From an optimization exercise on the open Yosys and OpenROAD flow, aimed at small area and a short achievable clock period; shortcuts taken in it are not production practice.
RTL that was checked went through simulation tests only; none was proved equivalent to the original.
Power and IR drop assume default switching activity.

==> job 655: inputs <==
==> flow/design.v (excerpt) <==
module conv_top (
	input  logic    clk,
	input  logic    rst_n,
	input  logic    filter_valid,
	input  logic    image_valid,
	input  conv_pkg::sample_t in_data,
	output logic    out_valid,
	output conv_pkg::result_t out_data
);
	localparam int COL_LAT = 3;
	localparam int ROW_LAT = 3;
	conv_pkg::sample_t [conv_pkg::TAPS-1:0] row_taps;
	conv_pkg::sample_t [conv_pkg::TAPS-1:0] col_taps;
	logic       res_flag;
	conv_pkg::sample_t [conv_pkg::TAPS-1:0] col_pix;
	conv_pkg::col_sum_t cs;
	logic [COL_LAT+ROW_LAT-1:0] res_pipe;
	filter_tap_loader u_filter_tap_loader (
		.clk          (clk),
		.filter_valid (filter_valid),
		.in_data      (in_data),
		.row_taps     (row_taps),
		.col_taps     (col_taps)
	);
	row_result_store u_row_result_store (
		.clk         (clk),
		.rst_n       (rst_n),
		.image_valid (image_valid),
		.in_data     (in_data),
		.res_flag    (res_flag),
		.col_pix     (col_pix)
	);
	vertical_filter u_vertical_filter (
		.clk       (clk),
		.col_pix   (col_pix),
		.col_taps  (col_taps),
		.cs        (cs)
	);
	horizontal_filter u_horizontal_filter (
		.clk       (clk),
		.cs        (cs),
		.row_taps  (row_taps),
		.out_data  (out_data)
	);
	always_ff @(posedge clk or negedge rst_n) begin
		if (!rst_n) begin
			res_pipe <= '0;
		end else begin
			res_pipe <= {res_pipe[COL_LAT+ROW_LAT-2:0], res_flag};
		end
	end
	assign out_valid = res_pipe[COL_LAT+ROW_LAT-1];
endmodule
==> flow/config.mk <==
export PLATFORM = sky130hd
export DESIGN_NAME = conv_top
export DESIGN_NICKNAME = conv_top
export VERILOG_FILES = /design/flow/design.v
export SDC_FILE = /design/flow/constraint.sdc
export NUM_CORES = 4
export LEC_CHECK = 0
export ABC_CLOCK_PERIOD_IN_PS = 2300
export CAP_MARGIN = 20
export CORE_MARGIN = 2
export CORE_UTILIZATION = 40
export CTS_BUF_LIST = sky130_fd_sc_hd__clkbuf_16
export CTS_CLUSTER_DIAMETER = 120
export CTS_CLUSTER_SIZE = 30
export PLACE_DENSITY = 0.75
export SETUP_SLACK_MARGIN = 2.2
export SLEW_MARGIN = 20
export SYNTH_HIERARCHICAL = 1
==> flow/constraint.sdc <==
create_clock -name core_clock -period 4.5 [get_ports {clk}]
set_input_delay 0.9000 -clock core_clock [delete_from_list [all_inputs] [get_ports {clk}]]
set_output_delay 0.9000 -clock core_clock [all_outputs]
set_load 0.01 [all_outputs]
run.sh (not shown) runs the stock make flow with config.mk's settings and CLKGATE_MAP_FILE= SYNTH_SCRIPT=/design/flow/synth_recipe.tcl, a recipe that flattens the netlist after the stock synthesis.
==> job 1020 (differences from job 655) <==
--- a/flow/config.mk
+++ b/flow/config.mk
@@ -7,2 +7,3 @@
 export LEC_CHECK = 0
+export ABC_AREA = 1
 export ABC_CLOCK_PERIOD_IN_PS = 2300
@@ -12,5 +13,4 @@
 export CTS_BUF_LIST = sky130_fd_sc_hd__clkbuf_16
-export CTS_CLUSTER_DIAMETER = 120
-export CTS_CLUSTER_SIZE = 30
-export PLACE_DENSITY = 0.75
+export CTS_CLUSTER_DIAMETER = 150
+export CTS_CLUSTER_SIZE = 25
 export SETUP_SLACK_MARGIN = 2.2
==> qor summary <==
quantity                                                                               job 1020                                  job 655
Outcome                                                                          finished clean                           finished clean
Reg2Reg Launch Point                                       u_filter_tap_loader.sr[27]$_DFFE_PP_    u_horizontal_filter.rt_s1[15]$_DFF_P_
Rel. slew slack                                                                           36.3%                                    35.3%
Number of core rows                                                                          79                                       77
Count of non-CTS buffers in the layout                                                       57                                       76
Vertical extent of the die                                                               221 um                                   215 um
Number of buffers created by CTS                                                             20                                       18
P_clk                                                                                   1980 uW                                  1900 uW
Area used by sequential logic in the layout                                         0.0100 mm^2                              0.0101 mm^2
Crit Path Max Fanout                                                                          6                                        1
Part of the total power dissipated in combinational logic                                 47.8%                                    49.3%
Origin of the worst setup path                                                       in_data[3]  u_horizontal_filter.out_data[4]$_DFF_P_
Cell area after synthesis                                                           0.0188 mm^2                              0.0178 mm^2
Share of the final layout cell area in sequential cells                                   48.9%                                    50.9%
Internal power                                                                          9160 uW                                  9880 uW
CP peak stage delay                                                                     0.63 ns                                  0.52 ns


==> inputs of wip/onyx <==
conv_top, a different RTL version from the one above (not shown whole).
Settings: LEC_CHECK=0, ABC_CLOCK_PERIOD_IN_PS=2300, CAP_MARGIN=20, CORE_MARGIN=2, CORE_UTILIZATION=40, CTS_BUF_LIST=sky130_fd_sc_hd__clkbuf_4 sky130_fd_sc_hd__clkbuf_8, CTS_CLUSTER_SIZE=30, SETUP_SLACK_MARGIN=2.2, SLEW_MARGIN=20, SYNTH_HIERARCHICAL=1; clock period 4.5 ns.
==> wip/nickel (differences from wip/onyx) <==
CORE_UTILIZATION = 65   (was 40)
CTS_BUF_LIST = sky130_fd_sc_hd__clkbuf_16   (was sky130_fd_sc_hd__clkbuf_4 sky130_fd_sc_hd__clkbuf_8)
CTS_CLUSTER_DIAMETER = 150   (was default)
CTS_CLUSTER_SIZE = 25   (was 30)
==> wip/zinc (differences from wip/onyx) <==
CTS_BUF_LIST = sky130_fd_sc_hd__clkbuf_8 sky130_fd_sc_hd__clkbuf_16   (was sky130_fd_sc_hd__clkbuf_4 sky130_fd_sc_hd__clkbuf_8)
CTS_CLUSTER_DIAMETER = 200   (was default)
CTS_CLUSTER_SIZE = 20   (was 30)
==> wip/cedar (differences from wip/onyx) <==
ABC_CLOCK_PERIOD_IN_PS = 2000   (was 2300)
CTS_BUF_LIST = sky130_fd_sc_hd__clkbuf_16   (was sky130_fd_sc_hd__clkbuf_4 sky130_fd_sc_hd__clkbuf_8)
CTS_CLUSTER_DIAMETER = 150   (was default)
CTS_CLUSTER_SIZE = 25   (was 30)
SETUP_SLACK_MARGIN = 2.5   (was 2.2)
==> flow_metrics.tcl <==
set metrics [dict create \
    outcome "complete, no violations" \
    worst-path-buf-inv 1 \
    rrSetupSlack_ps 2120 \
    cp_slowest_stage_delay_ps 570 \
    clk-power_uw 1860 \
    drive_above_1_share 0.3364 \
    layout_min_cycle_time_ps 2382 \
    cp.arrival_ps 2860 \
]
The numbers above come from wip/cedar.

==> flow_metrics.tcl <==
set metrics [dict create \
    outcome "complete, no violations" \
    layout_min_cycle_time_ps 2392 \
    clk-power_uw 2090 \
    worst-path-buf-inv 0 \
    drive_above_1_share 0.1674 \
    rrSetupSlack_ps 2110 \
    cp.arrival_ps 2910 \
    cp_slowest_stage_delay_ps 620 \
]
The numbers above come from wip/zinc.

==> flow_metrics.tcl <==
set metrics [dict create \
    outcome "complete, no violations" \
    worst-path-buf-inv 1 \
    placed_cell_area_sq_mm 0.01822 \
    layout_min_cycle_time_ps 2356 \
    rrSetupSlack_ps 2140 \
    cp.arrival_ps 2850 \
    drive_above_1_share 0.2333 \
    cp_slowest_stage_delay_ps 580 \
    clk-power_uw 3340 \
    met2_usage 0.2438 \
    fp.dieW_um 212.3 \
]
The numbers above come from wip/onyx.

==> flow_metrics.tcl <==
set metrics [dict create \
    outcome "complete, no violations" \
    cp_slowest_stage_delay_ps 620 \
    synthXorXnorAreaFrac 0.01110 \
    rrSetupSlack_ps 2080 \
    worst-path-buf-inv 1 \
    synth.most_common_cell "fa_1" \
    largest_reg_flops 128 \
    layout_min_cycle_time_ps 2417 \
    cp.arrival_ps 2810 \
    drive_above_1_share 0.1789 \
    clk-power_uw 1840 \
]
The numbers above come from wip/nickel.



==> 08-12: inputs <==
RTL: one of the versions met above, not the one the previous note started from.
clock: 4.5 ns
lec_check: 0
abc_clock_period_in_ps: 2300
cap_margin: 20
core_margin: 2
core_utilization: 40
cts_buf_list: sky130_fd_sc_hd__clkbuf_16
cts_cluster_diameter: 150
cts_cluster_size: 25
setup_slack_margin: 2.2
slew_margin: 20
synth_hierarchical: 1
==> 08-06 (differences from 08-12) <==
ABC_CLOCK_PERIOD_IN_PS = 2400   (was 2300)
SETUP_SLACK_MARGIN = 2.1   (was 2.2)
==> summary of the runs <==
Between 08-12 and 08-06, the lower cell count is in 08-06 (gap 1.8%, measured against 08-06).
Of 08-12 and 08-06, 08-12 has the higher wire length (gap about 3%, measured against 08-06).
In 08-06 the core utilization is lower than in 08-12, by 0.84 points.
Against 08-12, the global-route usage of 08-06 is lower by 0.55 points.
Against 08-12, the first-iteration DRC count of 08-06 is smaller by about 9%.
Clock power is about the same in 08-12 and 08-06.
Of 08-06 and 08-12, 08-12 has the higher combinational power (gap about 3.5%, measured against 08-12).
Against 08-12, the setup slack of 08-06 is worse by 0.087 ns.
In 08-12 the final area is larger than in 08-06, by 1.9%.


==> job 3182: inputs <==
conv_top, a different RTL version from the one above (not shown whole).
// conv_top
module conv_top (
	input  logic    clk,
	input  logic    rst_n,
	input  logic    filter_valid,
	input  logic    image_valid,
	input  conv_pkg::sample_t in_data,
	output logic    out_valid,
	output conv_pkg::result_t out_data
);
Settings: LEC_CHECK=0, ABC_CLOCK_PERIOD_IN_PS=2050, CAP_MARGIN=20, CORE_MARGIN=2, CORE_UTILIZATION=40, CTS_BUF_LIST=sky130_fd_sc_hd__clkbuf_16, CTS_CLUSTER_DIAMETER=150, CTS_CLUSTER_SIZE=25, SETUP_SLACK_MARGIN=2.45, SLEW_MARGIN=20, SYNTH_HIERARCHICAL=1; clock period 4.5 ns.
==> job 6756 (differences from job 3182) <==
--- a/flow/config.mk
+++ b/flow/config.mk
@@ -12,6 +12,6 @@
 export CTS_BUF_LIST = sky130_fd_sc_hd__clkbuf_16
 export CTS_CLUSTER_DIAMETER = 150
 export CTS_CLUSTER_SIZE = 25
-export SETUP_SLACK_MARGIN = 2.45
+export SETUP_SLACK_MARGIN = 2.55
 export SLEW_MARGIN = 20
 export SYNTH_HIERARCHICAL = 1
==> results.cfg <==
[final_layout]
drive_gt1_frac = 0.237
regArea_um2 = 9620
fin_util = 0.463
instances_no_fill = 1815

[detailed_routing]
met2WireLength_um = 15900
drt-initial-drc-count = 539

[worst_setup_path]
r2r_end = u_vertical_filter.ct_s0[30]

[status]
run_status = finished clean

[power_and_ir_drop]
leakage_nw = 7.14
The numbers above come from job 6756.

==> results.cfg <==
[final_layout]
regArea_um2 = 9620
instances_no_fill = 1753
drive_gt1_frac = 0.127

[detailed_routing]
met2WireLength_um = 15900

[power_and_ir_drop]
leakage_nw = 6.84

[status]
run_status = finished clean
The numbers above come from job 3182.

No run of this note included a check of the RTL's function; only the layout flow was run.


==> run G <==
Another version of the RTL of conv_top (not shown whole).
export LEC_CHECK = 0
export ABC_CLOCK_PERIOD_IN_PS = 2150
export CAP_MARGIN = 20
export CORE_MARGIN = 2
export CORE_UTILIZATION = 40
export CTS_BUF_LIST = sky130_fd_sc_hd__clkbuf_16
export CTS_CLUSTER_DIAMETER = 150
export CTS_CLUSTER_SIZE = 25
export SETUP_SLACK_MARGIN = 2.5
export SLEW_MARGIN = 20
export SYNTH_HIERARCHICAL = 1
create_clock -name core_clock -period 4.5 [get_ports {clk}]
==> run P: changes against run G <==
--- a/flow/design.v
+++ b/flow/design.v
@@ -58,33 +58,12 @@
 	input  logic a,
 	input  logic b,
 	output logic y
 );
 	assign y = ~(a ^ b);
 endmodule
-module csa_bpp (
-	input  logic x1,
-	input  logic x0,
-	input  logic one,
-	input  logic two,
-	input  logic neg,
-	output logic y
-);
-	logic s;
-	csa_bsel u_sel (.x1(x1), .x0(x0), .one(one), .two(two), .s(s));
-	assign y = s ^ neg;
-endmodule
-module csa_bsel (
-	input  logic x1,
-	input  logic x0,
-	input  logic one,
-	input  logic two,
-	output logic s
-);
-	assign s = ~((one & x1) | (two & x0));
-endmodule
 `timescale 1ns/10ps
 module filter_tap_loader (
 	input  logic    clk,
 	input  logic    filter_valid,
 	input  conv_pkg::sample_t in_data,
 	output logic [conv_pkg::TAPS-1:0][1:0] bt_one,
@@ -138,20 +117,12 @@
 		end
 		win[conv_pkg::TAPS-2] <= cs;
 	end
 	always_comb begin
 		win[conv_pkg::TAPS-1] = cs;
 	end
-	localparam int WIN_EXTRA = 0;
-	conv_pkg::col_sum_t win_old [WIN_EXTRA > 0 ? WIN_EXTRA : 1];
-	always_ff @(posedge clk) begin
-		win_old[0] <= win[0];
-		for (int e = 1; e < WIN_EXTRA; e++) begin
-			win_old[e] <= win_old[e-1];
-		end
-	end
 	logic rt_n0;
 	logic rt_n1;
 	logic rt_n2;
 	logic rt_n3;
 	logic rt_n4;
 	logic rt_n5;
Settings changed: ABC_CLOCK_PERIOD_IN_PS 2150 to 2050, CTS_CLUSTER_SIZE 25 to 20, SETUP_SLACK_MARGIN 2.5 to 2.45.
==> comparison <==
In run P the register-to-register slack is worse than in run G, by 0.05 ns.
In run P the core utilization is lower than in run G, by 0.43 points.
Between run P and run G, the lower total power is in run P (gap 0.49%, measured against run G).
Between run P and run G, the lower wire length is in run P (gap 2.0%, measured against run G).
In run G the first-iteration DRC count is lower than in run P, by 7.7%.
Count of clock-buffer cells in the layout: run P is higher than run G (3).
Sequential cell count is the same in run G and run P.
In die area, run G and run P do not differ.
==> figures <==
quantity	run P	run G
Detailed Route Iter0 Violations	532	491
Worst path setup slack after routing	2.45 ns	2.50 ns
Portion of the clock cycle consumed by the worst path in the final layout	45.5%	44.4%
Outcome	finished clean	finished clean
Area taken by flip-flops and latches	9420 µm²	9420 µm²
Amount of wire on met3 after detailed routing	977 µm	794 µm
Vias in the first global route	8785	8786
Routed length per instance	17.2 µm	17.5 µm
Vias after detailed routing	8583	8604
Number of cells upsized or downsized after cts	31	89
Global-route met3 utilization	1.59%	1.90%
Global-route wire length before repair	48600 µm	47800 µm
Global-route met2 utilization	24.6%	24.5%
Worst vdd rail ir drop	0.347 mV	0.355 mV
Clock insertion delay at the later pin of the skew report	0.53 ns	0.54 ns
Proportion of layout cells with a drive suffix above 1	14.0%	19.7%
Cells on worst reg2reg path	6	5
Largest net degree at the start of global routing	89	71


==> run R <==
conv_top with an RTL version that a note above also has.
clock: 4.5 ns
lec_check: 0
abc_clock_period_in_ps: 2600
cap_margin: 20
core_margin: 2
core_utilization: 40
cts_buf_list: sky130_fd_sc_hd__clkbuf_16
cts_cluster_diameter: 150
cts_cluster_size: 25
setup_slack_margin: 2.45
slew_margin: 20
synth_hierarchical: 1
==> run E (differences from run R) <==
--- a/flow/design.v
+++ b/flow/design.v
@@ -57,14 +57,35 @@
 module csa_xn (
 	input  logic a,
 	input  logic b,
 	output logic y
 );
 	assign y = ~(a ^ b);
 endmodule
+module csa_bpp (
+	input  logic x1,
+	input  logic x0,
+	input  logic one,
+	input  logic two,
+	input  logic neg,
+	output logic y
+);
+	logic s;
+	csa_bsel u_sel (.x1(x1), .x0(x0), .one(one), .two(two), .s(s));
+	assign y = s ^ neg;
+endmodule
+module csa_bsel (
+	input  logic x1,
+	input  logic x0,
+	input  logic one,
+	input  logic two,
+	output logic s
+);
+	assign s = ~((one & x1) | (two & x0));
+endmodule
 `timescale 1ns/10ps
 module filter_tap_loader (
 	input  logic    clk,
 	input  logic    filter_valid,
 	input  conv_pkg::sample_t in_data,
 	output logic [conv_pkg::TAPS-1:0][1:0] bt_one,
 	output logic [conv_pkg::TAPS-1:0][1:0] bt_two,
@@ -116,14 +137,22 @@
 			win[k] <= win[k+1];
 		end
 		win[conv_pkg::TAPS-2] <= cs;
 	end
 	always_comb begin
 		win[conv_pkg::TAPS-1] = cs;
 	end
+	localparam int WIN_EXTRA = 0;
+	conv_pkg::col_sum_t win_old [WIN_EXTRA > 0 ? WIN_EXTRA : 1];
+	always_ff @(posedge clk) begin
+		win_old[0] <= win[0];
+		for (int e = 1; e < WIN_EXTRA; e++) begin
+			win_old[e] <= win_old[e-1];
+		end
+	end
 	logic rt_n0;
 	logic rt_n1;
 	logic rt_n2;
 	logic rt_n3;
 	logic rt_n4;
 	logic rt_n5;
 	logic rt_n6;
Settings changed: ABC_CLOCK_PERIOD_IN_PS 2600 to 1950, SETUP_SLACK_MARGIN 2.45 to 2.55.
==> results.txt <==
# TYPE chip_impl_metric gauge
chip_impl_metric{name="clock_power_share",unit="%"} 13.1
chip_impl_metric{name="placed_area",unit="mm^2"} 0.0171
chip_impl_metric{name="post_route_cells_drive_above_1_share",unit="%"} 14.8
chip_impl_metric{name="first_global_vias",unit=""} 8764
chip_impl_info{name="run_status",value="complete, no violations"} 1
chip_impl_metric{name="route.met3.wl",unit="um"} 865
chip_impl_metric{name="synth-warning-count",unit=""} 12
-- figures above: run R

==> results.txt <==
# TYPE chip_impl_metric gauge
chip_impl_metric{name="synth-warning-count",unit=""} 13
chip_impl_metric{name="post_route_cells_drive_above_1_share",unit="%"} 23.1
chip_impl_metric{name="first_global_vias",unit=""} 9081
chip_impl_metric{name="clock_power_share",unit="%"} 12.8
chip_impl_info{name="run_status",value="complete, no violations"} 1
-- figures above: run E

## static timing again, ports no longer ideal
The flow's constraints put no driver on any port. The routed layouts listed below were extracted and timed again, unchanged, in two steps.
Step 1 (the two cells are an assumption about what drives the block):
set clk [get_ports {clk}]
set_driving_cell -lib_cell sky130_fd_sc_hd__clkbuf_16 $clk
set_driving_cell -lib_cell sky130_fd_sc_hd__buf_2 [delete_from_list [all_inputs] $clk]
Step 2, shift: input delay + t, output delay - t, t = (earliest + latest rising clock arrival at the registers) / 2. This alone moves slack from input paths to output paths.
Three values: ideal, step 1, step 2; two values: the first two.
run	shift t [ns]	slack for setup (ns)	worst setup path at the end
job 655	0.578	2.236 / 2.188 / 1.736	input to register
job 1020	0.596	2.321 / 2.322 / 1.756	input to register
wip/onyx	0.656	2.144 / 2.144 / 1.600	input to register
wip/nickel	0.571	2.083 / 2.083 / 1.650	input to register
wip/zinc	0.610	2.108 / 2.108 / 1.555	input to register
wip/cedar	0.575	2.118 / 2.118 / 1.669	input to register
08-12	0.595	2.241 / 2.241 / 1.753	input to register
08-06	0.593	2.154 / 2.141 / 1.728	input to register
job 3182	0.573	2.491 / 2.449 / 1.977	input to register
job 6756	0.578	2.545 / 2.518 / 2.025	input to register
run G	0.579	2.504 / 2.478 / 2.154	input to register
run P	0.572	2.451 / 2.445 / 2.107	input to register
run R	0.579	2.487 / 2.441 / 2.110	input to register
run E	0.573	2.528 / 2.503 / 2.167	input to register
After both steps setup and hold are still met in every run listed. The setup slack of job 1020, which loses most, moves by +0.001 ns with the drivers and by -0.565 ns with both steps.
